Background: an optimization exercise with open tools, aiming at small area, a short achievable clock period and few clock cycles. Do not read the settings as production practice. Where RTL was checked, it was by simulation tests only, not by an equivalence proof against the original. Function not checked in runs 2 and 3: the RTL went through the layout flow alone. Power is estimated from default activity; no workload was simulated.

==> flow/design.v <==
module shc_motor (
   input  logic        clock,
   input  logic        reset,
   input  logic        go,           
   input  logic [2:0]  command,
   input  logic        is_tick,      
   input  logic        move_sel,     
   input  logic        selected,
   input  logic [31:0] count,
   input  logic [30:0] n,            
   input  logic        n_lt2,        
   input  logic        n_le2,        
   input  logic [1:0]  sw,
   input  logic [15:0] tgt,          
   input  logic [16:0] pull_neg,     
   input  logic        pull_zero,    
   input  logic [15:0] init_period,  
   input  logic        init_on,      
   input  logic [9:0]  init_rm,
   input  logic        cfg_load,     
   output logic [2:0]  mode,
   output logic [1:0]  dir,
   output logic [31:0] steps_to_go,
   output logic [31:0] pos,
   output logic [15:0] period,
   output logic [3:0]  coil,
   output logic [1:0]  status
);
   localparam logic [2:0] CMD_TICK  = 3'd0;
   localparam logic [2:0] CMD_MOVE  = 3'd1;
   localparam logic [2:0] CMD_PULL  = 3'd2;
   localparam logic [2:0] CMD_CCW   = 3'd3;
   localparam logic [2:0] CMD_CW    = 3'd4;
   localparam logic [2:0] CMD_STOP  = 3'd5;
   localparam logic [2:0] CMD_ZSTOP = 3'd6;
   localparam logic [2:0] M_RELAX = 3'd0;
   localparam logic [2:0] M_RUN   = 3'd1;
   localparam logic [2:0] M_STOP  = 3'd2;
   localparam logic [2:0] M_ZSTOP = 3'd3;
   localparam logic [2:0] M_MOVE  = 3'd4;
   localparam logic [2:0] M_PULL  = 3'd5;
   localparam logic [1:0] D_CW      = 2'd0;
   localparam logic [1:0] D_CCW     = 2'd1;
   localparam logic [1:0] D_STOPPED = 2'd2;
   localparam logic [1:0] ST_OK    = 2'd0;
   localparam logic [1:0] ST_REJ   = 2'd1;
   localparam logic [1:0] ST_LOWER = 2'd2;
   localparam logic [1:0] ST_UPPER = 2'd3;
   function automatic logic [3:0] coil_of(input logic [2:0] ph);
      logic [3:0] c;
      case (ph)
         3'd0: c = 4'b1000;
         3'd1: c = 4'b1010;
         3'd2: c = 4'b0010;
         3'd3: c = 4'b0110;
         3'd4: c = 4'b0100;
         3'd5: c = 4'b0101;
         3'd6: c = 4'b0001;
         default: c = 4'b1001;
      endcase
      coil_of = c;
   endfunction
   function automatic logic [31:0] pand(input logic [31:0] x);
      logic [31:0] p;
      p = x;
      for (int l = 0; l < 5; l++)
         for (int i = 0; i < 32; i++)
            if (((i >> l) & 1) == 1) p[i] = p[i] & p[((i >> l) << l) - 1];
      pand = p;
   endfunction
   function automatic logic [1:0] gp64(input logic [63:0] g, input logic [63:0] p);
      logic [63:0] gg, pp;
      gg = g; pp = p;
      for (int l = 0; l < 6; l++)
         for (int i = 0; i < 64; i++)
            if (i % (2 << l) == 0) begin
               gg[i] = gg[i + (1 << l)] | (pp[i + (1 << l)] & gg[i]);
               pp[i] = pp[i + (1 << l)] & pp[i];
            end
      gp64 = {gg[0], pp[0]};
   endfunction
   logic [30:0] sas;          
   logic [9:0]  rm;           
   logic        ron;          
   logic [2:0]  phase;
   logic [15:0] cd;           
   logic        f0, f1;       
   logic moving, ccw, step, even, stopping, estep, ramp_end;
   logic [15:0] dec, per_step, cd_dec;
   logic [31:0] stg_dec, pos_step, pd, pu;
   logic [2:0]  phase_step;
   assign moving   = dir != D_STOPPED;
   assign ccw      = dir == D_CCW;
   assign step     = is_tick && moving && cd[15:1] == 15'd0;
   assign even     = !phase[0];
   assign estep    = step && even;
   assign stopping = estep && (mode == M_STOP || mode == M_ZSTOP);
   logic [16:0] dec17;
   logic        re_ff;
   assign dec17    = {1'b0, period} + {7'h7F, ~rm};
   assign dec      = dec17[15:0];
   always_ff @(posedge clock) re_ff <= dec17[16] || dec < tgt;
   assign ramp_end = re_ff || period[15:1] == 15'd0;
   assign per_step = !ron ? period : ramp_end ? tgt : dec;
   assign pd       = pand(~steps_to_go);
   assign stg_dec  = steps_to_go ^ {pd[30:0], 1'b1};
   assign pu       = pand(pos ^ {32{ccw}});
   assign pos_step = pos ^ {pu[30:0], 1'b1};
   assign phase_step = ccw ? phase - 3'd1 : phase + 3'd1;
   logic [31:0] pc;
   assign pc       = pand({16'd0, ~cd});
   assign cd_dec   = cd ^ {pc[14:0], 1'b1};
   logic cmd, neg, sw_any, pull_sw, ok_mp, ok_run, ok, set_sas, use_cnt;
   logic [2:0] mode_cmd;
   logic [1:0] dir_cmd;
   assign cmd     = selected && !is_tick;
   assign neg     = count[31];
   assign sw_any  = sw != 2'd0;
   assign pull_sw = command == CMD_PULL && sw_any;
   assign ok_mp   = (command == CMD_MOVE || command == CMD_PULL) && !moving &&
                    (pull_sw ? !(neg && sw[0]) : neg ? !sw_any : !sw[1]);
   assign ok_run  = (command == CMD_CCW && !sw[0]) || (command == CMD_CW && !sw[1]);
   assign ok      = cmd && (ok_mp || ok_run);
   assign use_cnt = cmd && ok_mp;
   assign set_sas = use_cnt && pull_sw;
   always_comb begin
      if (command == CMD_CCW || command == CMD_CW) begin
         mode_cmd = M_RUN;
         dir_cmd  = command == CMD_CCW ? D_CCW : D_CW;
      end else begin
         mode_cmd = (pull_sw || (!neg && sw[0])) ? M_PULL : M_MOVE;
         dir_cmd  = neg ? D_CCW : D_CW;
      end
      status = ST_OK;
      if (cmd) begin
         case (command)
            CMD_MOVE, CMD_PULL: if (!ok_mp) status = ST_REJ;
            CMD_CCW: if (sw[0]) status = ST_LOWER;
            CMD_CW:  if (sw[1]) status = ST_UPPER;
            default: ;
         endcase
      end
   end
   logic [30:0] op;
   logic        sel_op;
   assign sel_op = move_sel && !moving;
   logic [32:0] ya, yb, yc, ys, ycy;
   logic [1:0]  ygp;
   logic        x0, x1;
   assign op  = sel_op ? count[30:0] : steps_to_go[30:0];
   assign ya  = {2'b00, sas};
   assign yb  = ~{2'b00, op};
   assign yc  = {{16{pull_neg[16]}}, pull_neg};
   assign ys  = ya ^ yb ^ yc;
   assign ycy = {(ya[31:0] & yb[31:0]) | (ya[31:0] & yc[31:0]) | (yb[31:0] & yc[31:0]), 1'b1};
   assign ygp = gp64({32'd0, ys[31:0] & ycy[31:0]}, {32'hFFFF_FFFF, ys[31:0] ^ ycy[31:0]});
   assign x0  = !(ys[32] ^ ycy[32] ^ ygp[1]);
   assign x1  = !(ys[32] ^ ycy[32] ^ (ygp[1] | ygp[0]));
   logic [2:0]  mode1, mode2;
   logic [1:0]  dir1;
   logic [31:0] stg1, pos1;
   logic        lt2, le2, ge;
   always_comb begin
      mode1 = mode;
      if (ok) mode1 = mode_cmd;
      else if (cmd && command == CMD_STOP) mode1 = M_STOP;
      else if (cmd && command == CMD_ZSTOP) mode1 = M_ZSTOP;
      dir1 = stopping ? D_STOPPED : ok ? dir_cmd : dir;
      if (stopping) begin
         stg1 = 32'd0;
         lt2  = 1'b1;
         le2  = 1'b1;
      end else if (estep) begin
         stg1 = stg_dec;
         lt2  = f1;
         le2  = (steps_to_go[31] && steps_to_go[30:1] != 30'd0) || steps_to_go[31:2] == 30'd0;
      end else if (use_cnt) begin
         stg1 = {1'b0, n};
         lt2  = n_lt2;
         le2  = n_le2;
      end else begin
         stg1 = steps_to_go;
         lt2  = f0;
         le2  = f1;
      end
      if (set_sas) ge = pull_zero;
      else if (estep) ge = x1;
      else ge = x0;
      pos1 = estep ? pos_step : pos;
      mode2 = mode1;
      case (mode1)
         M_PULL: begin
            if (lt2) mode2 = M_STOP;
            else if (ge) mode2 = M_MOVE;
         end
         M_MOVE: begin
            if (lt2 || (sw_any && dir1 == D_CCW) || (sw[1] && dir1 != D_CCW)) mode2 = M_STOP;
         end
         M_RUN: begin
            if (dir1 == D_CCW) begin
               if (sw[0]) mode2 = M_ZSTOP;
            end else if (sw[1]) mode2 = M_STOP;
         end
         M_STOP: if (dir1 == D_STOPPED) mode2 = M_RELAX;
         M_ZSTOP: if (dir1 == D_STOPPED) begin
            mode2 = M_RELAX;
            pos1 = 32'd0;
         end
         default: ;
      endcase
   end
   always_ff @(posedge clock) begin
      if (reset) begin
         mode <= M_RELAX;
         dir <= D_STOPPED;
         steps_to_go <= 32'd0;
         f0 <= 1'b1;
         f1 <= 1'b1;
         pos <= 32'd0;
         sas <= 31'd0;
         phase <= 3'd0;
         period <= 16'd1000;
         coil <= 4'd0;
      end else if (go) begin
         mode <= mode2;
         dir <= dir1;
         steps_to_go <= stg1;
         f0 <= lt2;
         f1 <= le2;
         pos <= pos1;
         if (set_sas) sas <= n;
         if (step) begin
            if (ramp_end) ron <= 1'b0;
            period <= per_step;
            cd <= per_step;
            coil <= stopping ? 4'd0 : coil_of(phase);
            if (!stopping) phase <= phase_step;
         end else if (ok) begin
            ron <= init_on;
            rm <= init_rm;
            period <= init_period;
            cd <= init_period;
            coil <= coil_of(phase);
         end else if (is_tick && moving) begin
            cd <= cd_dec;
         end
      end else if (cfg_load) begin
         period <= tgt;
         ron <= 1'b0;
      end
   end
endmodule
module stepper_halfstep_controller_unit (
   input  logic        clock,
   input  logic        reset,
   input  logic        req_valid,
   output logic        req_ready,
   input  logic [2:0]  req_command,
   input  logic        req_motor,
   input  logic [31:0] req_step_count,
   input  logic [1:0]  req_switches_0,
   input  logic [1:0]  req_switches_1,
   output logic        rsp_valid,
   input  logic        rsp_ready,
   output logic [3:0]  rsp_coils_0,
   output logic [3:0]  rsp_coils_1,
   output logic [1:0]  rsp_status,
   output logic [31:0] rsp_position,
   output logic [31:0] rsp_steps_remaining,
   output logic [2:0]  rsp_motor_mode,
   output logic [1:0]  rsp_direction,
   output logic [15:0] rsp_current_period,
   input  logic        csr_we,
   input  logic [1:0]  csr_index,
   input  logic [15:0] csr_wdata
);
   localparam logic [1:0] REG_TARGET_0 = 2'd0;
   localparam logic [1:0] REG_TARGET_1 = 2'd1;
   localparam logic [1:0] REG_START    = 2'd2;
   logic [15:0] tgt0_ff, tgt1_ff, start_ff, wdata_nz;
   logic [16:0] pulln_ff;
   logic        load0_ff, load1_ff;
   assign wdata_nz = (csr_wdata == 16'd0) ? 16'd1 : csr_wdata;
   always_ff @(posedge clock) begin
      if (reset) begin
         tgt0_ff <= 16'd1000; tgt1_ff <= 16'd1000;
         start_ff <= 16'd2000; pulln_ff <= -17'sd100;
         load0_ff <= 1'b0; load1_ff <= 1'b0;
      end else if (csr_we) begin
         load0_ff <= csr_index == REG_TARGET_0;
         load1_ff <= csr_index == REG_TARGET_1;
         case (csr_index)
            REG_TARGET_0: tgt0_ff <= wdata_nz;
            REG_TARGET_1: tgt1_ff <= wdata_nz;
            REG_START:    start_ff <= wdata_nz;
            default:      pulln_ff <= 17'd0 - {1'b0, csr_wdata};
         endcase
      end else begin
         load0_ff <= 1'b0; load1_ff <= 1'b0;
      end
   end
   logic        r_valid, s_valid, s_next, rdy_ff, v_ff, go, accept;
   logic        sel_ff, seln_ff, selv_ff, selvn_ff;
   logic [2:0]  r_cmd, s_cmd;
   logic        r_motor, s_motor;
   logic [31:0] r_count, s_count;
   logic [1:0]  r_sw0, r_sw1, s_sw0, s_sw1;
   logic        r_tick, r_mv0, r_mv1;
   logic [2:0]  in_cmd;
   logic        in_motor;
   assign in_cmd   = s_valid ? s_cmd : req_command;
   assign in_motor = s_valid ? s_motor : req_motor;
   logic [1:0]  status_ff;
   assign req_ready = rdy_ff;
   assign accept = req_valid && !s_valid;
   assign go = r_valid && (!v_ff || rsp_ready);
   assign s_next = (go || !r_valid) ? 1'b0 : (s_valid || accept);
   always_ff @(posedge clock) begin
      if (reset) begin
         r_valid <= 1'b0;
         s_valid <= 1'b0;
         rdy_ff <= 1'b1;
         v_ff <= 1'b0;
      end else begin
         if (go || !r_valid) r_valid <= s_valid || accept;
         s_valid <= s_next;
         rdy_ff <= !s_next;
         if (go) v_ff <= 1'b1;
         else if (rsp_ready) v_ff <= 1'b0;
      end
      if (go || !r_valid) begin
         if (s_valid) begin
            r_cmd <= s_cmd; r_motor <= s_motor; r_count <= s_count;
            r_sw0 <= s_sw0; r_sw1 <= s_sw1;
         end else begin
            r_cmd <= req_command; r_motor <= req_motor; r_count <= req_step_count;
            r_sw0 <= req_switches_0; r_sw1 <= req_switches_1;
         end
         r_tick <= in_cmd == 3'd0;
         r_mv0 <= in_cmd == 3'd1 && !in_motor;
         r_mv1 <= in_cmd == 3'd1 && in_motor;
      end
      if (!s_valid) begin
         s_cmd <= req_command; s_motor <= req_motor; s_count <= req_step_count;
         s_sw0 <= req_switches_0; s_sw1 <= req_switches_1;
      end
   end
   logic [30:0] n;
   logic        n_lt2, n_le2, init_on;
   logic [31:0] cor;
   logic [15:0] tgt_sel, init_period;
   logic [16:0] spt;
   always_comb begin
      cor[0] = 1'b0;
      for (int i = 1; i < 32; i++) cor[i] = cor[i-1] | r_count[i-1];
   end
   assign n = (r_count[31] && !cor[31]) ? 31'h7FFF_FFFF :
              r_count[30:0] ^ ({31{r_count[31]}} & cor[30:0]);
   assign n_lt2 = r_count[31:1] == 31'd0 || r_count == 32'hFFFF_FFFF;
   assign n_le2 = r_count[31:2] == 30'd0 && r_count[1:0] != 2'd3 ||
                  r_count[31:1] == 31'h7FFF_FFFF;
   assign tgt_sel = r_motor ? tgt1_ff : tgt0_ff;
   assign spt = {1'b0, start_ff} - {1'b0, tgt_sel};
   assign init_on = !spt[16];
   assign init_period = spt[16] ? tgt_sel : start_ff;
   logic [2:0]  mode0, mode1;
   logic [1:0]  dir0, dir1, st0, st1;
   logic [31:0] stg0, stg1, pos0, pos1;
   logic [15:0] per0, per1;
   shc_motor u_m0 (
      .clock, .reset, .go, .command(r_cmd), .is_tick(r_tick), .move_sel(r_mv0), .selected(r_motor == 1'b0),
      .count(r_count), .n, .n_lt2, .n_le2, .sw(r_sw0), .tgt(tgt0_ff),
      .pull_neg(pulln_ff), .pull_zero(pulln_ff == 17'd0),
      .init_period, .init_on, .init_rm(spt[15:6]),
      .cfg_load(load0_ff),
      .mode(mode0), .dir(dir0), .steps_to_go(stg0), .pos(pos0), .period(per0),
      .coil(rsp_coils_0), .status(st0));
   shc_motor u_m1 (
      .clock, .reset, .go, .command(r_cmd), .is_tick(r_tick), .move_sel(r_mv1), .selected(r_motor == 1'b1),
      .count(r_count), .n, .n_lt2, .n_le2, .sw(r_sw1), .tgt(tgt1_ff),
      .pull_neg(pulln_ff), .pull_zero(pulln_ff == 17'd0),
      .init_period, .init_on, .init_rm(spt[15:6]),
      .cfg_load(load1_ff),
      .mode(mode1), .dir(dir1), .steps_to_go(stg1), .pos(pos1), .period(per1),
      .coil(rsp_coils_1), .status(st1));
   always_ff @(posedge clock) begin
      if (go) begin
         sel_ff <= r_motor;
         seln_ff <= !r_motor;
         status_ff <= st0 | st1;
      end
      if (go || !v_ff) begin
         selv_ff <= r_motor;
         selvn_ff <= !r_motor;
      end
   end
   assign rsp_valid           = v_ff;
   assign rsp_status          = status_ff;
   assign rsp_position[31:16] = ({16{sel_ff}} & pos1[31:16]) | ({16{seln_ff}} & pos0[31:16]);
   assign rsp_position[15:0]  = ({16{selv_ff}} & pos1[15:0]) | ({16{selvn_ff}} & pos0[15:0]);
   assign rsp_steps_remaining[31:16] = ({16{selv_ff}} & stg1[31:16]) | ({16{selvn_ff}} & stg0[31:16]);
   assign rsp_steps_remaining[15:0]  = ({16{sel_ff}} & stg1[15:0]) | ({16{seln_ff}} & stg0[15:0]);
   assign rsp_motor_mode      = ({3{sel_ff}} & mode1) | ({3{seln_ff}} & mode0);
   assign rsp_direction       = ({2{selv_ff}} & dir1) | ({2{selvn_ff}} & dir0);
   assign rsp_current_period[15:8] = ({8{sel_ff}} & per1[15:8]) | ({8{seln_ff}} & per0[15:8]);
   assign rsp_current_period[7:0]  = ({8{selv_ff}} & per1[7:0]) | ({8{selvn_ff}} & per0[7:0]);
endmodule
==> flow/flow/run.sh <==
#!/bin/bash
# The standard layout, with a tighter setup-repair target than the
# clock period (the SDC is unchanged) and plain buffers on the ports.
export SETUP_SLACK_MARGIN=7.4
export BUFFER_PORTS_ARGS="-buffer_cell sky130_fd_sc_hd__buf_2"
bash standard.sh > standard_run.log 2>&1
==> flow/standard.sh <==
#!/bin/bash
# synth_recipe.tcl (not shown) runs the flow's synth.tcl, then flattens the netlist and writes it again
# the make line also repeats each setting of config.mk as NAME=value (left out here)
make -C /OpenROAD-flow-scripts/flow DESIGN_CONFIG=/design/flow/config.mk WORK_HOME=/design/flow/orfs CLKGATE_MAP_FILE= SYNTH_SCRIPT=/design/flow/synth_recipe.tcl "${@:-finish}"
==> flow/config.mk <==
export PLATFORM = sky130hd
export DESIGN_NAME = stepper_halfstep_controller_unit
export DESIGN_NICKNAME = stepper_halfstep_controller_unit
export VERILOG_FILES = /design/flow/design.v
export SDC_FILE = /design/flow/constraint.sdc
export NUM_CORES = 4
export LEC_CHECK = 0
export CAP_MARGIN = 20
export CORE_MARGIN = 2
export CORE_UTILIZATION = 40
export CTS_CLUSTER_DIAMETER = 120
export CTS_CLUSTER_SIZE = 24
export SLEW_MARGIN = 20
==> flow/constraint.sdc <==
create_clock -name core_clock -period 11.5 [get_ports {clock}]
set_input_delay 2.3000 -clock core_clock [delete_from_list [all_inputs] [get_ports {clock}]]
set_output_delay 2.3000 -clock core_clock [all_outputs]
set_load 0.01 [all_outputs]
==> results of run 1 <==
## area by class of cell
class | count | area [sq um] | share of cell area, %
Multi-Input combinational cell | 2723 | 18800 | 57.1
Inverter | 139 | 528 | 1.60
Clock buffer | 38 | 674 | 2.04
Timing Repair Buffer | 218 | 1330 | 4.04
Clock inverter | 3 | 41.3 | 0.125
Antenna cell | 1 | 2.50 | 0.00759
Tap cell | 969 | 1210 | 3.68
Sequential cell | 466 | 10400 | 31.4
## kinds of logic after synthesis
group           after synthesis
compound gates              955
xor+xnor                    159
fa+ha+maj                   222
buf+inv                     368
flops                       466
mux                         153
simple gates               1233
## through the flow
| stage | power, uW | instances | area (sq um) |
|---|---|---|---|
| floorplan | 2220 | 3556 | 30300 |
| global placement | 2450 | 4503 | 31900 |
| detailed placement | 2460 | 4503 | 31900 |
| CTS | 3470 | 4550 | 32800 |
| global route | 3610 | 4557 | 33000 |
| finish | 3470 | 4557 | 33000 |
## repair_timing
action,in CTS,in global routing
gates cloned,0,1
resized for setup,50,29
pin swaps,2,4
setup buffers,6,5
endpoints found under the setup margin,241,71
## worst max-delay path, delay by kind of cell (launching register included)
kind	cells	cell delay, ps
DFF	1	450
buffers and inverters	2	370
AOI/OAI and AO/OA	1	310
## power groups by stage
stage	sequential [uW]	combinational, uW	clock, uW
finish	1790	672	1010
global route	1790	734	1090
CTS	1790	650	1040
detailed placement	1820	631	0
global placement	1820	627	0
floorplan	1780	443	0
## worst max path at each step
stage               slack, ps   startpoint                      end  cells past startpoint
CTS                      7400      selv_ff  rsp_steps_remaining[31]                      3
global route             7290  u_m1.dir[0]             u_m1.mode[0]                     13
detailed placement       5940    rsp_ready     u_m1.steps_to_go[21]                     11
global placement         6000    rsp_ready     u_m1.steps_to_go[24]                     11
finish                   7430       sel_ff   rsp_steps_remaining[4]                      3
floorplan                7240    rsp_ready               u_m0.cd[0]                      6
## synthesized netlist by cell type (59+ instances only)
master    number
a21oi_1      207
o211ai_1      65
dfxtp_1      363
edfxtp_1     103
nand2_1      327
xor2_1        67
a211oi_1      80
mux2_2        59
xnor2_1       92
clkbuf_1     198
nor3_1        94
o21ai_0      205
nand3_1      105
ha_1         158
fa_1          64
a22o_1        88
mux2i_1       94
nor2_1       387
inv_1        136
## layout by cell type, fill, tap and decap left out, drive strengths merged, types with 28 or more instances in the layout
| cell | instances |
|---|---|
| a21oi | 209 |
| nor2 | 387 |
| edfxtp | 103 |
| nor3 | 95 |
| mux2 | 59 |
| ha | 158 |
| or4 | 29 |
| mux2i | 94 |
| o211ai | 65 |
| dfxtp | 363 |
| xnor2 | 92 |
| inv | 138 |
| nand3 | 105 |
| fa | 64 |
| nor4 | 43 |
| nand2 | 327 |
| xor2 | 67 |
| a22o | 88 |
| nand2b | 31 |
| o21ai | 209 |
| a31oi | 38 |
| a211oi | 80 |
| nand4 | 44 |
| or3 | 39 |
| a21o | 41 |
| buf | 215 |
| clkbuf | 41 |
| a22oi | 28 |
## state kept, by name (all words and copies together), names as in the netlist, 17 cells and up
signal / flops
u_m0.steps_to_go: 32
s_count: 32
pulln_ff: 17
r_count: 32
u_m1.sas: 31
u_m1.steps_to_go: 32
u_m0.sas: 31
u_m1.pos: 32
u_m0.pos: 32
## routing by layer
layer / part of all wire (%) / wire length (um)
met1: 44 / 47500
met2: 42 / 45400
met3: 10 / 10800
met4: 3.7 / 4030
met5: 0 / 0
==> summary.md, run 1 <==
| Metric | Value |
|---|---|
| Hold Buf Count CTS | `0` |
| Fin nets | `3857` |
| Synth Register Bits | `466` |
| Layout cells sized above 1 | `11.3%` |
| Syn Inst Count | `3556` |
| Worst hold endpoint | `u_m0.coil[2]` |
| GRT busiest layer | `met2` |
| Leading area contributor after synthesis | `dfxtp_1` |
| PnR worst setup slack | `~7400 ps` |
| Num ports | `160` |
| WL per Instance | `between 20 and 25 um` |
| VDD IR-drop max | `roughly 0.095 mV` |
| Setup slack, reg-to-reg | `7570 ps` |
| Adder-cell share of the synthesized area | `10.8%` |
| Status | `timing/DRC/antenna clean` |
| Mux contribution to synthesized area | `5.30%` |
| Core box area | `74700 sq um` |
| Number of synthesis warnings | `2` |
| Filler cells | `7340` |
| Total CTS buffers | `24` |
| Met1 Track Usage GR | `between 30% and 40%` |
| Worst-case reg-to-reg path depth | `15` |
| Chip width | `279 um` |
| Clock Skews | `29.4 ps` |
| Post-synthesis compound-gate area fraction | `about a fifth` |
| Sink Count | `466` |
| Post-synth EDFFs | `between 100 and 150` |
| Min-delay worst type | `register to register` |
| Flop pwr share | `between 50 and 60%` |
| Post-synth top area share | `24.0%` |
| Async SR Flop Fraction | `0%` |
| Residual DRC count | `0` |
| Worst setup SP type | `register` |
| Clock Power Share | `29.1%` |
| Fin. Hold Viols | `0` |
| Critical path's largest stage delay | `450 ps` |
| Via/cell ratio | `6.11` |
| Critical Path AT | `1770 ps` |
| Final setup violating endpoints | `0` |
| Syn_nets | `between 3000 and 4000` |
| Max-slew headroom | `30.9%` |
| Cell Area, Synth | `30300 sq um` |
| Simple-Gate Fraction of Synth Area | `19.4%` |
| CTS Root Cell | `clkbuf_16` |
| Worst-margin pin slew | `between 1000 and 1500 ps` |
| Worst hold start | `u_m0.coil[2]` |
| Worst skew pair latency | `610 ps` |
| Reg clk slew, reported paths | `~110 ps` |
| Hold WS | `476 ps` |
| Std cell rows | `100` |
| CP Capture Type | `output port` |
| Met3 GRT Util | `under 10%` |
| Combinational share of power | `19.4%` |
| Number of global-route vias before repair | `roughly 26000` |
| Max clock buf depth | `3` |
| Register area share after synthesis | `34.2%` |
| GPL Wtd Cong | `between 0.9 and 1` |
| First-pass GRT wire length | `~160000 um` |
| NetSw | `1100 uW` |
| Slew Limit Fails | `0` |
| Fmax | `around 250 MHz` |
| Sw Ratio | `between 30% and 40%` |
| Initial Util | `40.5%` |
| Main combinational cell family by area after synthesis | `compound AO/OA/AOI/OAI gates` |
| Critical Setup Path Class | `register to output port` |
| Unrepaired setup endpoints after global routing | `true` |
| Port Buffers | `roughly 160` |
| Critical Path Fanout Max | `35` |
| CTS tree | `built` |
| Crit-path cells | `buf_12 -> a22o_1 -> buf_2` |
| Number of max-cap violations | `0` |
| Setup_tns | `0 ps` |
| Finished Core Util | `between 40% and 50%` |
| Syn_area_per_cell | `8.51 sq um` |
| Synth Flop Type | `dfxtp_1` |
| Synth top area cells | `dfxtp_1 (24%), edfxtp_1 (10%), ha_1 (6.5%), nor2_1 (4.8%), fa_1 (4.2%)` |
| Power Density | `105 nW/um^2` |
| Final min period | `4070 ps` |
| Final ANT Viol Nets | `0` |
| DRT Pass-1 Iters | `7` |
| CP required | `9200 ps` |
| Worst R2R Start | `r_motor` |
| DR iter-0 viols | `3097` |
| Global Route met2 Usage | `approximately two fifths` |
| Syn-to-layout area delta | `8.93%` |
| Pleak | `0.0128 uW` |
| Hold path depth | `2` |
| Largest net degree at the start of global routing | `74` |
| Max stage delay cell, worst path | `edfxtp_1` |
| Fin crit share | `35.4%` |
| Gr usage total | `26.7%` |
| H-tree lvl count | `1` |
| Pre-CTS setup slack | `5940 ps` |
| Int Power | `2380 uW` |
| Initial antenna violation count | `3` |
| Final wirelength | `about 110000 um` |
| FF-to-FF End | `u_m0.cd[13]` |
| Via count | `27900` |
| Post-Synth XOR/XNOR Area | `4.60%` |
| Final HPWL DP | `approximately 80000 um` |
| Die ar. | `slightly below 80000 sq um` |
| Global route total overflow | `0` |
| DIE HEIGHT | `279 um` |
| Unique masters post-synth | `87` |
Testbench counts, summed over its fixed seeds: cycles 24,016.
==> inputs of run 2 (changes only) <==
--- a/flow/design.v
+++ b/flow/design.v
@@ -3,7 +3,8 @@
    input  logic        reset,
    input  logic        go,           
+   input  logic        valid,        
    input  logic [2:0]  command,
    input  logic        is_tick,      
-   input  logic        move_sel,     
+   input  logic        sel_op,       
    input  logic        selected,
    input  logic [31:0] count,
@@ -25,5 +26,6 @@
    output logic [15:0] period,
    output logic [3:0]  coil,
-   output logic [1:0]  status
+   output logic [1:0]  status,
+   output logic        stopped_next  
 );
    localparam logic [2:0] CMD_TICK  = 3'd0;
@@ -143,6 +145,4 @@
    end
    logic [30:0] op;
-   logic        sel_op;
-   assign sel_op = move_sel && !moving;
    logic [32:0] ya, yb, yc, ys, ycy;
    logic [1:0]  ygp;
@@ -167,4 +167,5 @@
       else if (cmd && command == CMD_ZSTOP) mode1 = M_ZSTOP;
       dir1 = stopping ? D_STOPPED : ok ? dir_cmd : dir;
+      stopped_next = valid ? dir1 == D_STOPPED : !moving;
       if (stopping) begin
          stg1 = 32'd0;
@@ -306,5 +307,5 @@
    logic [31:0] r_count, s_count;
    logic [1:0]  r_sw0, r_sw1, s_sw0, s_sw1;
-   logic        r_tick, r_mv0, r_mv1;
+   logic        r_tick, r_mv0, r_mv1, stp0, stp1;
    logic [2:0]  in_cmd;
    logic        in_motor;
@@ -338,6 +339,6 @@
          end
          r_tick <= in_cmd == 3'd0;
-         r_mv0 <= in_cmd == 3'd1 && !in_motor;
-         r_mv1 <= in_cmd == 3'd1 && in_motor;
+         r_mv0 <= in_cmd == 3'd1 && !in_motor && stp0;
+         r_mv1 <= in_cmd == 3'd1 && in_motor && stp1;
       end
       if (!s_valid) begin
@@ -369,5 +370,5 @@
    logic [15:0] per0, per1;
    shc_motor u_m0 (
-      .clock, .reset, .go, .command(r_cmd), .is_tick(r_tick), .move_sel(r_mv0), .selected(r_motor == 1'b0),
+      .clock, .reset, .go, .valid(r_valid), .command(r_cmd), .is_tick(r_tick), .sel_op(r_mv0), .selected(r_motor == 1'b0),
       .count(r_count), .n, .n_lt2, .n_le2, .sw(r_sw0), .tgt(tgt0_ff),
       .pull_neg(pulln_ff), .pull_zero(pulln_ff == 17'd0),
@@ -375,7 +376,7 @@
       .cfg_load(load0_ff),
       .mode(mode0), .dir(dir0), .steps_to_go(stg0), .pos(pos0), .period(per0),
-      .coil(rsp_coils_0), .status(st0));
+      .coil(rsp_coils_0), .status(st0), .stopped_next(stp0));
    shc_motor u_m1 (
-      .clock, .reset, .go, .command(r_cmd), .is_tick(r_tick), .move_sel(r_mv1), .selected(r_motor == 1'b1),
+      .clock, .reset, .go, .valid(r_valid), .command(r_cmd), .is_tick(r_tick), .sel_op(r_mv1), .selected(r_motor == 1'b1),
       .count(r_count), .n, .n_lt2, .n_le2, .sw(r_sw1), .tgt(tgt1_ff),
       .pull_neg(pulln_ff), .pull_zero(pulln_ff == 17'd0),
@@ -383,5 +384,5 @@
       .cfg_load(load1_ff),
       .mode(mode1), .dir(dir1), .steps_to_go(stg1), .pos(pos1), .period(per1),
-      .coil(rsp_coils_1), .status(st1));
+      .coil(rsp_coils_1), .status(st1), .stopped_next(stp1));
    always_ff @(posedge clock) begin
       if (go) begin
--- a/flow/config.mk
+++ b/flow/config.mk
@@ -9,5 +9,3 @@
 export CORE_MARGIN = 2
 export CORE_UTILIZATION = 40
-export CTS_CLUSTER_DIAMETER = 120
-export CTS_CLUSTER_SIZE = 24
 export SLEW_MARGIN = 20
==> summary.md, run 2 <==
| Metric | Value |
|---|---|
| Number of synthesis warnings | `2` |
| WL per Instance | `22.7 um` |
| Combinational share of power | `between 10% and 20%` |
| Hold path depth | `2` |
| Std cell rows | `102` |
| First-pass GRT wire length | `roughly 170000 um` |
| Layout Cells excl Fill | `between 4000 and 5000` |
| Syn Inst Count | `3757` |
| Largest net degree at the start of global routing | `81` |
| Max clock buf depth | `3` |
| Sw Ratio | `approximately 30%` |
| Global route total overflow | `0` |
| Layout cells sized above 1 | `12.5%` |
| Clock Power Share | `42.8%` |
| Initial Util | `40.2%` |
| Int Power | `3060 uW` |
| Slew Limit Fails | `0` |
| Unique masters post-synth | `100` |
| Hold WS | `456 ps` |
| Final setup violating endpoints | `0` |
| Setup_tns | `0 ps` |
| Unrepaired setup endpoints after global routing | `true` |
| Adder-cell share of the synthesized area | `about a tenth` |
| PnR worst setup slack | `~7400 ps` |
| Fin. Hold Viols | `0` |
| Post-Layout Inst Area | `34800 sq um` |
| Commonest non-fill, non-tap cell in the layout | `nor2_1` |
| Cell Area, Synth | `30900 sq um` |
| Initial antenna violation count | `6` |
| Num ports | `160` |
| Via count | `between 20000 and 30000` |
| Post-synthesis compound-gate area fraction | `21.4%` |
| Syn_nets | `just over 4000` |
| Final min period | `4120 ps` |
| Worst setup SP type | `register` |
| Dpl cell area | `32600 sq um` |
| Port Buffers | `159` |
| Chip width | `282 um` |
| VDD IR-drop max | `0.120 mV` |
| Top cells by count, synth | `nor2_1 (383), nand2_1 (379), dfxtp_1 (363), inv_1 (327), a21oi_1 (228)` |
| Reg clk slew, reported paths | `around 70 ps` |
| Syn-to-layout area delta | `12.4%` |
| Post-Synth XOR/XNOR Area | `under 10%` |
| CP Capture Type | `output port` |
| Gr usage total | `roughly 27%` |
| Number of global-route vias before repair | `25900` |
| Min-delay worst type | `register to register` |
| CTS Root Cell | `clkbuf_16` |
| Max-slew headroom | `about a quarter` |
| Mux contribution to synthesized area | `about 4.0%` |
| Worst-case reg-to-reg path depth | `11` |
| Final HPWL DP | `just over 80000 um` |
| FF-to-FF End | `u_m1.cd[9]` |
| H-tree lvl count | `2` |
| Top-count cell post-synth | `nor2_1` |
| Syn_area_per_cell | `8.24 sq um` |
| Flop pwr share | `approximately two fifths` |
| Via/cell ratio | `5.88` |
| Sink Count | `466` |
| Final ANT Viol Nets | `0` |
| Main combinational cell family by area after synthesis | `compound AO/OA/AOI/OAI gates` |
| Post-synth top area share | `23.5%` |
| Critical Path Fanout Max | `37` |
| Final wirelength | `111000 um` |
| Simple-Gate Fraction of Synth Area | `18.9%` |
| Residual DRC count | `0` |
| DIE HEIGHT | `approximately 280 um` |
| Async SR Flop Fraction | `0%` |
| DRT Pass-1 Iters | `6` |
| Pleak | `0.0137 uW` |
| Total CTS buffers | `55` |
| Die ar. | `79600 sq um` |
| Post-synth EDFFs | `103` |
| Synth top area cells | `dfxtp_1 (23%), edfxtp_1 (10%), ha_1 (6.4%), nor2_1 (4.6%), nand2_1 (4.6%)` |
| Critical Setup Path Class | `register to output port` |
| Status | `timing/DRC/antenna clean` |
| Power Density | `125 nW/um^2` |
| Worst skew pair latency | `650 ps` |
| Number of max-cap violations | `0` |
| Fin nets | `around 4100` |
| Fin crit share | `35.8%` |
| CTS tree | `built` |
| Worst hold endpoint | `u_m1.coil[2]` |
| Setup slack, reg-to-reg | `7400 ps` |
| Critical Path AT | `1820 ps` |
| GPL Wtd Cong | `0.957` |
| Worst-margin pin slew | `1090 ps` |
| Leading area contributor after synthesis | `dfxtp_1` |
| Core box area | `between 70000 and 80000 sq um` |
| Filler cells | `7699` |
| CP required | `9200 ps` |
| Fmax | `about 240 MHz` |
| Synth Flop Type | `dfxtp_1` |
| Pre-CTS setup slack | `6210 ps` |
| Clock Skews | `approximately 36 ps` |
| Setup crit start | `sel_ff` |
| Placed Instances | `4771` |
| DR iter-0 viols | `~3300` |
| Worst hold start | `u_m1.coil[2]` |
| Synth Register Bits | `466` |
| Worst R2R Start | `r_motor` |
| NetSw | `1290 uW` |
| Register area share after synthesis | `33.5%` |
| Commonest non-fill, non-tap cells in the layout | `nor2_1 (376), nand2_1 (373), dfxtp_1 (362), inv_1 (325), a21oi_1 (226)` |
[run 2: power by group through the flow]
stage	clock, uW	sequential [uW]	combinational, uW
2_1_floorplan	0	1780	470
3_3_place_gp	0	1830	658
3_5_place_dp	0	1830	665
4_1_cts	1880	1790	677
5_1_grt	1950	1790	763
6_report	1860	1790	695
[run 2: stage by stage]
stage	total power, uW	util [%]
6_report	4350	45.1
5_1_grt	4510	45.1
4_1_cts	4340	45.0
3_5_place_dp	2490	42.2
3_3_place_gp	2480	42.2
2_1_floorplan	2250	-
[run 2: repair_timing]
item | 4_1_cts | 5_1_grt
gates cloned | 0 | 0
endpoints found under the setup margin | 199 | 70
buffers inserted | 6 | 2
gates resized for setup | 34 | 21
hold buffers | 0 | 0
pin swaps | 2 | 1
[run 2: cell families after synthesis]
kind of cell	after synthesis
XOR/XNOR	168
adder cells (fa/ha/maj)	222
multiplexers	114
buffers and inverters	562
flip-flops	466
AND/OR/NAND/NOR	1237
AO/OA/AOI/OAI	988
[run 2: critical path, cell delays in order (launching register included)]
cell and delay, ps:
edfxtp_1 440, buf_12 200, a22o_4 320, buf_2 150
[run 2: final cells by class]
type	instances	area, sq um	share of cell area [%]
multi-input cells	2729	18700	53.7
flip-flops and latches	466	10400	29.8
clock buffers	86	1660	4.77
repair buffers	216	1310	3.77
well taps	1040	1300	3.74
inverters	328	1230	3.54
clock inverters	17	229	0.658
diodes	1	2.50	0.00719
[run 2: how the worst max path moves through the flow]
stage,slack [ps],cells after the start,end
floorplan,7500,9,u_m0.period[9]
global placement,6290,11,u_m1.steps_to_go[27]
detailed placement,6210,11,u_m0.steps_to_go[7]
CTS,7350,3,rsp_direction[0]
global route,7280,11,u_m0.period[9]
finish,7380,3,rsp_steps_remaining[14]
[run 2: routing by layer]
metal	track usage, %	wire [um]
met2	40.0	46800
met5	0	24
met1	39.5	49500
met3	5.58	11000
met4	8.70	3490
==> inputs of run 3 (changes only) <==
--- a/flow/design.v
+++ b/flow/design.v
@@ -302,5 +302,5 @@
    end
    logic        r_valid, s_valid, s_next, rdy_ff, v_ff, go, accept;
-   logic        sel_ff, seln_ff, selv_ff, selvn_ff;
+   logic [3:0]  sel_ff, seln_ff;
    logic [2:0]  r_cmd, s_cmd;
    logic        r_motor, s_motor;
@@ -385,24 +385,24 @@
       .mode(mode1), .dir(dir1), .steps_to_go(stg1), .pos(pos1), .period(per1),
       .coil(rsp_coils_1), .status(st1), .stopped_next(stp1));
+   logic [3:0] sel_en;
+   assign sel_en = {go || (!v_ff && !r_valid), go || (!v_ff && r_valid), go || !v_ff, go};
    always_ff @(posedge clock) begin
-      if (go) begin
-         sel_ff <= r_motor;
-         seln_ff <= !r_motor;
-         status_ff <= st0 | st1;
-      end
-      if (go || !v_ff) begin
-         selv_ff <= r_motor;
-         selvn_ff <= !r_motor;
-      end
+      if (go) status_ff <= st0 | st1;
+      for (int i = 0; i < 4; i++)
+         if (sel_en[i]) begin
+            sel_ff[i] <= r_motor;
+            seln_ff[i] <= !r_motor;
+         end
    end
-   assign rsp_valid           = v_ff;
-   assign rsp_status          = status_ff;
-   assign rsp_position[31:16] = ({16{sel_ff}} & pos1[31:16]) | ({16{seln_ff}} & pos0[31:16]);
-   assign rsp_position[15:0]  = ({16{selv_ff}} & pos1[15:0]) | ({16{selvn_ff}} & pos0[15:0]);
-   assign rsp_steps_remaining[31:16] = ({16{selv_ff}} & stg1[31:16]) | ({16{selvn_ff}} & stg0[31:16]);
-   assign rsp_steps_remaining[15:0]  = ({16{sel_ff}} & stg1[15:0]) | ({16{seln_ff}} & stg0[15:0]);
-   assign rsp_motor_mode      = ({3{sel_ff}} & mode1) | ({3{seln_ff}} & mode0);
-   assign rsp_direction       = ({2{selv_ff}} & dir1) | ({2{selvn_ff}} & dir0);
-   assign rsp_current_period[15:8] = ({8{sel_ff}} & per1[15:8]) | ({8{seln_ff}} & per0[15:8]);
-   assign rsp_current_period[7:0]  = ({8{selv_ff}} & per1[7:0]) | ({8{selvn_ff}} & per0[7:0]);
+   assign rsp_valid  = v_ff;
+   assign rsp_status = status_ff;
+   assign rsp_position[31:16] = ({16{sel_ff[0]}} & pos1[31:16]) | ({16{seln_ff[0]}} & pos0[31:16]);
+   assign rsp_motor_mode      = ({3{sel_ff[0]}} & mode1) | ({3{seln_ff[0]}} & mode0);
+   assign rsp_direction       = ({2{sel_ff[0]}} & dir1) | ({2{seln_ff[0]}} & dir0);
+   assign rsp_position[15:0]  = ({16{sel_ff[1]}} & pos1[15:0]) | ({16{seln_ff[1]}} & pos0[15:0]);
+   assign rsp_current_period[15:11] = ({5{sel_ff[1]}} & per1[15:11]) | ({5{seln_ff[1]}} & per0[15:11]);
+   assign rsp_steps_remaining[31:16] = ({16{sel_ff[2]}} & stg1[31:16]) | ({16{seln_ff[2]}} & stg0[31:16]);
+   assign rsp_current_period[10:6] = ({5{sel_ff[2]}} & per1[10:6]) | ({5{seln_ff[2]}} & per0[10:6]);
+   assign rsp_steps_remaining[15:0] = ({16{sel_ff[3]}} & stg1[15:0]) | ({16{seln_ff[3]}} & stg0[15:0]);
+   assign rsp_current_period[5:0] = ({6{sel_ff[3]}} & per1[5:0]) | ({6{seln_ff[3]}} & per0[5:0]);
 endmodule
==> summary.md, run 3 <==
| Metric | Value |
|---|---|
| Synth Flop Type | `dfxtp_1` |
| Final min period | `4260 ps` |
| DRT Pass-1 Iters | `6` |
| Slew Limit Fails | `0` |
| CTS tree | `built` |
| Placed Instances | `4792` |
| Max-slew headroom | `32.3%` |
| Syn_nets | `4043` |
| Worst-margin pin slew | `~1000 ps` |
| Sink Count | `470` |
| Num ports | `160` |
| Hold WS | `around 460 ps` |
| Min-delay worst type | `register to register` |
| Global route total overflow | `0` |
| Unrepaired setup endpoints after global routing | `true` |
| Sequential cell area | `approximately 10000 sq um` |
| Residual DRC count | `0` |
| Register area share after synthesis | `33.6%` |
| Port Buffers | `159` |
| Number of global-route vias before repair | `roughly 26000` |
| VDD IR-drop max | `0.110 mV` |
| Pleak | `0.0140 uW` |
| Ant diodes | `0` |
| Synth Register Bits | `470` |
| Syn-to-layout area delta | `12.8%` |
| Fin. Hold Viols | `0` |
| Worst setup SP type | `register` |
| Async SR Flop Fraction | `0%` |
| Setup_tns | `0 ps` |
| CP Capture Type | `register` |
| CP required | `11980 ps` |
| Layout cells sized above 1 | `13.0%` |
| Fin crit share | `about 37%` |
| CTS Root Cell | `clkbuf_16` |
| Fin nets | `approximately 4100` |
| Top-count cell post-synth | `nor2_1` |
| Chip width | `between 200 and 300 um` |
| Critical Path AT | `4740 ps` |
| Commonest non-fill, non-tap cell in the layout | `nor2_1` |
| Gr usage total | `27.1%` |
| DR iter-0 viols | `3062` |
| Commonest non-fill, non-tap cells in the layout | `nor2_1 (396), dfxtp_1 (362), nand2_1 (353), inv_1 (334), o21ai_0 (222)` |
| Via/cell ratio | `5.92` |
| Final wirelength | `113000 um` |
| Layout Cells excl Fill | `4919` |
| Std cell rows | `102` |
| Critical Setup Path Class | `register to register` |
| Dpl cell area | `approximately 33000 sq um` |
| Max clock buf depth | `3` |
| Power Density | `122 nW/um^2` |
| Syn_area_per_cell | `8.29 sq um` |
| Top cells by count, synth | `nor2_1 (401), dfxtp_1 (363), nand2_1 (359), inv_1 (337), o21ai_0 (224)` |
| Final setup violating endpoints | `0` |
| Post-Layout Inst Area | `35100 sq um` |
| Cell Area, Synth | `31200 sq um` |
| Core box area | `77300 sq um` |
| Reg clk slew, reported paths | `70 ps` |
| WL per Instance | `23.0 um` |
| Unique masters post-synth | `92` |
| Number of synthesis warnings | `2` |
| Post-synth EDFFs | `107` |
| Total CTS buffers | `55` |
| Clock Skews | `about 34 ps` |
| Critical Path Fanout Max | `37` |
| Multi-input gate area | `~19000 sq um` |
| Filler cells | `around 7700` |
| Via count | `around 29000` |
| Initial antenna violation count | `4` |
| Status | `timing/DRC/antenna clean` |
| Synth top area cells | `dfxtp_1 (23%), edfxtp_1 (10%), ha_1 (6.3%), nor2_1 (4.8%), nand2_1 (4.3%)` |
| Syn Inst Count | `about 3800` |
| Initial Util | `40.3%` |
| Final ANT Viol Nets | `0` |
| Hold Buf Count CTS | `0` |
| Leading area contributor after synthesis | `dfxtp_1` |
| DIE HEIGHT | `283 um` |
| Die ar. | `80200 sq um` |
| Worst skew pair latency | `640 ps` |
| Fmax | `approximately 230 MHz` |
| GPL Wtd Cong | `0.953` |
| Post-synth top area share | `23.3%` |
| Largest net degree at the start of global routing | `74` |
| H-tree lvl count | `2` |
| Final HPWL DP | `between 80000 and 90000 um` |
| First-pass GRT wire length | `roughly 170000 um` |
| Number of max-cap violations | `0` |
-- run 3: cell count changes after synthesis, sizes merged, moves of 10 or more --
| cell | change |
|---|---|
| buf | -21 |
| nor2 | +21 |
| or4 | +11 |
| a21oi | -13 |
| inv | +10 |
| o21a | -16 |
| nand2 | -20 |
| a22oi | +11 |
| mux2 | +21 |
| or3 | +11 |
| nand3 | -17 |
| and3 | +10 |
| mux2i | +19 |
-- run 3: area by class of cell --
cell class | instances | area share [%]
tap | 1040 | 3.70
inverter | 338 | 3.62
timing repair buffer | 230 | 4.24
clock inverter | 25 | 0.484
multi-input combinational | 2738 | 53.6
clock buffer | 78 | 4.48
sequential | 470 | 29.8
-- run 3: worst paths after layout --
| kind | from | endpoint | slack [ps] | cells after the start |
|---|---|---|---|---|
| worst min register to register | u_m1.coil[3] | u_m1.coil[3] | 460 | 2 |
| worst min-delay path | u_m1.coil[3] | u_m1.coil[3] | 460 | 2 |
| worst max-delay path | r_mv1 | u_m1.mode[0] | 7240 | 13 |
| worst max register to register | r_mv1 | u_m1.mode[0] | 7240 | 13 |
-- run 3: routing by layer --
| metal | up-vias | part of all wire (%) | track usage [%] |
|---|---|---|---|
| met3 | 239 | 9.7 | 5.49 |
| met5 | - | 0.030 | 0 |
| met2 | 1337 | 43 | 40.7 |
| met4 | 6 | 3.6 | 9.59 |
| li1 | 13500 | - | - |
| met1 | 14000 | 44 | 38.4 |
-- run 3: report_power, final --
group	internal (uW)	switching [uW]
Clock	974	760
Sequential	1740	68.7
Combinational	257	475
Total	2970	1300
-- run 3: critical path, stage by stage (launching register included) --
cell,delay (ps)
edfxtp_1,340
buf_6,340
mux2_2,390
fa_1,480
inv_1,50
ha_1,310
nand4_1,190
nor3_4,400
o211ai_1,150
a31oi_1,400
a2111o_1,240
o211ai_1,140
a2111oi_1,530
a2111oi_0,130
-- run 3: timing repair --
item,4_1_cts,5_1_grt
cloned,0,1
pin swaps,1,1
endpoints found under the setup margin,275,129
resized for setup,22,16
setup buffers,17,6
-- run 3: kinds of logic (layout without fill, tap and decap cells) --
logic type	Yosys count	count (layout)	synth area share [%]
and+or+nand+nor	1247	1247	18.9
adders and majority gates	222	222	10.5
DFF	470	470	33.6
AOI/OAI and AO/OA	945	945	20.1
buffers and inverters	550	671	6.71
xor gates and xnor gates	170	170	4.78
muxes	154	154	5.38
-- run 3: through the flow --
stage / worst slack, ps / util [%] / power, uW
2_1_floorplan: 7400 / - / 2280
3_3_place_gp: 6100 / 42.6 / 2520
3_5_place_dp: 6090 / 42.6 / 2530
4_1_cts: 7220 / 45.2 / 4270
5_1_grt: 7190 / 45.4 / 4430
6_report: 7240 / 45.4 / 4270

-- static timing again, ports no longer ideal --
No port has a modelled driver above. Below, the same layouts with a new extraction and two added sets of constraints.
Step 1, drivers: a clkbuf_16 drives clock and a buf_2 each remaining input, both assumed.
Step 2 adds t to the input delays and takes it off the output delays; t is the mean of the earliest and latest rising clock arrival at the registers after step 1. Input paths then give back, and output paths get back, about the clock's delay inside the block.
Three values: ideal ports, drivers, drivers and shift; two values: the first two.
run	shift t [ns]	setup slack, ns	worst setup path at the end	clock arrival spread, ns
run 1	0.655	7.431 / 7.369 / 6.903	input to register	0.032 / 0.033
run 2	0.695	7.380 / 7.312 / 6.823	input to register	0.037 / 0.037
run 3	0.682	7.243 / 7.243 / 6.814	input to register	0.035 / 0.035
After both steps every run listed still meets setup and hold. The setup slack of run 2, which loses most, moves by -0.068 ns with the drivers and by -0.557 ns with both steps.
